Context: an optimization exercise on an open-source flow, tuned for small area, a short achievable clock period and few clock cycles per item. The choices shown serve that exercise and are no tape-out recipe. Where RTL was checked, it was by simulation tests only, not by an equivalence proof against the original.

// wr_req_merge_top
module wr_req_merge_top (
  input  wire                                        clk,
  input  wire                                        rst_n,
  input  wire [5-1:0]                    req_en,
  input  wire [5*32-1:0] req_data,
  output logic [5-1:0]                   req_avail_in,
  input  wire                                        avail_out,
  output logic                                       out_en,
  output logic [32-1:0]              out_data
);
Size: ~1600 cells after synthesis, ~770 flip-flops, ~28000 um2 of cells after synthesis.
==> module wr_req_merge_top, before the edit <==
module wr_req_merge_top (
  input  wire                                        clk,
  input  wire                                        rst_n,
  input  wire [5-1:0]                    req_en,
  input  wire [5*32-1:0] req_data,
  output logic [5-1:0]                   req_avail_in,
  input  wire                                        avail_out,
  output logic                                       out_en,
  output logic [32-1:0]              out_data
);
  localparam int P = 5;
  localparam int DW = 32;
  localparam int BL = 4;
  logic [DW-1:0] slot [0:P*BL-1];
  logic [P*BL-1:0] v;         
  logic [P*BL-1:0] wp;        
  logic [P*BL-1:0] rd;        
  logic [P-1:0] we;
  logic [P-1:0] full;
  logic av_r;
  logic active;
  logic [P-1:0] cur;
  logic [BL-1:0] widx;
  logic [P*BL-1:0] sel;       
  logic [P-1:0] nxt;
  logic nv;
  logic [P-1:0] rr;           
  logic send;
  logic last;
  logic load;
  assign send = av_r && active;
  assign last = send && widx[BL-1];
  assign load = last || !active;
  for (genvar i = 0; i < P; i++) begin : gen_rd
    assign rd[BL*i +: BL] = widx & {BL{send && cur[i]}};
  end
  for (genvar i = 0; i < P; i++) begin : gen_client
    logic [BL-1:0] wpi;
    logic [BL-1:0] wpn;
    logic [BL-1:0] fr;
    logic [BL-1:0] vn;
    logic le_any;
    assign wpi = wp[BL*i +: BL];
    assign wpn = {wpi[BL-2:0], wpi[BL-1]};
    assign fr = ~v[BL*i +: BL] | rd[BL*i +: BL];
    assign le_any = |(wpi & ~v[BL*i +: BL]);
    assign we[i] = req_en[i] && le_any;
    assign vn = (v[BL*i +: BL] & ~rd[BL*i +: BL]) | (wpi & {BL{we[i]}});
    for (genvar j = 0; j < BL; j++) begin : gen_slot
      always_ff @(posedge clk) begin
        if (wpi[j] && !v[BL*i+j]) begin
          slot[BL*i+j] <= req_data[DW*i +: DW];
        end
      end
    end
    always_ff @(posedge clk or negedge rst_n) begin
      if (!rst_n) begin
        v[BL*i +: BL] <= '0;
        full[i] <= 1'b0;
        wp[BL*i +: BL] <= BL'(1);
        req_avail_in[i] <= 1'b0;
      end else begin
        v[BL*i +: BL] <= vn;
        full[i] <= &vn;
        if (we[i]) begin
          wp[BL*i +: BL] <= wpn;
          req_avail_in[i] <= |(wpn & fr);
        end else begin
          req_avail_in[i] <= |(wpi & fr);
        end
      end
    end
  end
  logic [P-1:0] cand;
  logic [P-1:0] pick;
  assign cand = full & ~(cur & {P{active}}) & ~(nxt & {P{nv}});
  always_comb begin
    logic [2*P-1:0] dbl;
    logic [2*P-1:0] rq;
    logic found;
    pick = '0;
    found = 1'b0;
    for (int k = 0; k < P; k++) begin
      for (int i = 0; i < P; i++) begin
        if (rr[k] && !found && cand[(k + i) % P]) begin
          pick[(k + i) % P] = 1'b1;
          found = 1'b1;
        end
      end
    end
  end
  always_ff @(posedge clk or negedge rst_n) begin
    if (!rst_n) begin
      av_r <= 1'b0;
      active <= 1'b0;
      cur <= '0;
      widx <= BL'(1);
      sel <= '0;
      nxt <= '0;
      nv <= 1'b0;
      rr <= P'(1);
      out_en <= 1'b0;
    end else begin
      av_r <= avail_out;
      out_en <= send;
      if (load) begin
        cur <= nv ? nxt : pick;
        active <= nv || (|cand);
        widx <= BL'(1);
        for (int i = 0; i < P; i++) begin
          sel[BL*i +: BL] <= {BL{nv ? nxt[i] : pick[i]}} & BL'(1);
        end
      end else if (send) begin
        widx <= {widx[BL-2:0], widx[BL-1]};
        for (int i = 0; i < P; i++) begin
          sel[BL*i +: BL] <= {BL{cur[i]}} & {widx[BL-2:0], widx[BL-1]};
        end
      end
      if (load != nv) begin
        nxt <= pick;
        nv <= |cand;
      end else if (load) begin
        nv <= 1'b0;
      end
      if ((load || !nv) && (|cand)) begin
        rr <= {pick[P-2:0], pick[P-1]};
      end
    end
  end
  always_ff @(posedge clk) begin
    logic [DW-1:0] d;
    d = '0;
    for (int k = 0; k < P*BL; k++) begin
      d = d | (slot[k] & {DW{sel[k]}});
    end
    out_data <= d;
  end
endmodule
clock: 5.5 ns
lec_check: 0
cap_margin: 20
core_margin: 2
core_utilization: 70
cts_buf_list: sky130_fd_sc_hd__clkbuf_8 sky130_fd_sc_hd__clkbuf_16
cts_cluster_size: 30
setup_slack_margin: 3.5
slew_margin: 20
run.sh (not shown) runs the stock make flow with config.mk's settings and CLKGATE_MAP_FILE= SYNTH_SCRIPT=/design/flow/synth_recipe.tcl, a recipe that flattens the netlist after the stock synthesis.
The starting point passed the timing, DRC and antenna checks.
Testbench counts at the start, summed over its fixed seeds: cycles 11,987, items 9,752.
Then changed:
--- a/flow/design.v
+++ b/flow/design.v
@@ -32,39 +32,32 @@
   logic load;
   assign send = av_r && active;
   assign last = send && widx[BL-1];
   assign load = last || !active;
-  for (genvar i = 0; i < P; i++) begin : gen_rd
-    assign rd[BL*i +: BL] = widx & {BL{send && cur[i]}};
-  end
+  assign rd = sel & {P*BL{send}};
   for (genvar i = 0; i < P; i++) begin : gen_client
     logic [BL-1:0] wpi;
     logic [BL-1:0] wpn;
     logic [BL-1:0] fr;
-    logic [BL-1:0] vn;
-    logic le_any;
     assign wpi = wp[BL*i +: BL];
     assign wpn = {wpi[BL-2:0], wpi[BL-1]};
     assign fr = ~v[BL*i +: BL] | rd[BL*i +: BL];
-    assign le_any = |(wpi & ~v[BL*i +: BL]);
-    assign we[i] = req_en[i] && le_any;
-    assign vn = (v[BL*i +: BL] & ~rd[BL*i +: BL]) | (wpi & {BL{we[i]}});
+    assign we[i] = req_en[i] && req_avail_in[i];
+    assign full[i] = &v[BL*i +: BL];
     for (genvar j = 0; j < BL; j++) begin : gen_slot
       always_ff @(posedge clk) begin
-        if (wpi[j] && !v[BL*i+j]) begin
+        if (wpi[j] && req_avail_in[i]) begin
           slot[BL*i+j] <= req_data[DW*i +: DW];
         end
       end
     end
     always_ff @(posedge clk or negedge rst_n) begin
       if (!rst_n) begin
         v[BL*i +: BL] <= '0;
-        full[i] <= 1'b0;
         wp[BL*i +: BL] <= BL'(1);
         req_avail_in[i] <= 1'b0;
       end else begin
-        v[BL*i +: BL] <= vn;
-        full[i] <= &vn;
+        v[BL*i +: BL] <= (v[BL*i +: BL] & ~rd[BL*i +: BL]) | (wpi & {BL{we[i]}});
         if (we[i]) begin
           wp[BL*i +: BL] <= wpn;
           req_avail_in[i] <= |(wpn & fr);
         end else begin
Die area came out lower slightly.
Utilization came out lower by 0.76 points.
Cell area came out lower slightly.
Via count came out lower slightly.
Global-route usage came out lower by 0.67 points.
Non-clock buffer count came out higher by 9.
Synthesized area came out lower slightly.
Routed wire length came out lower slightly.
Fmax came out lower slightly.
Only the layout flow was run in the second run of this note; the RTL was not checked for function there.

-- static timing again, ports no longer ideal --
The flow's constraints put no driver on any port. The routed layouts listed below were extracted and timed again, unchanged, in two steps.
Step 1 assumes that a clkbuf_16 drives the clock port and a buf_2 every other input.
Step 2 adds t to the input delays and takes it off the output delays; t is the mean of the earliest and latest rising clock arrival at the registers after step 1. Input paths then give back, and output paths get back, about the clock's delay inside the block.
Slacks: ideal ports / drivers / drivers and shift; pairs: ideal ports / drivers.
| run | t, ns | setup slack, ns | worst slew at a driven data input, ns | cell pins on the clock port's net |
|---|---|---|---|---|
| the first run | 0.657 | 3.280 / 3.221 / 3.030 | 0.12 | 1 |
| the second run | 0.651 | 3.250 / 3.190 / 3.041 | 0.13 | 1 |
After both steps every run listed still meets setup and hold. The setup slack of the first run, which loses most, moves by -0.059 ns with the drivers and by -0.250 ns with both steps.
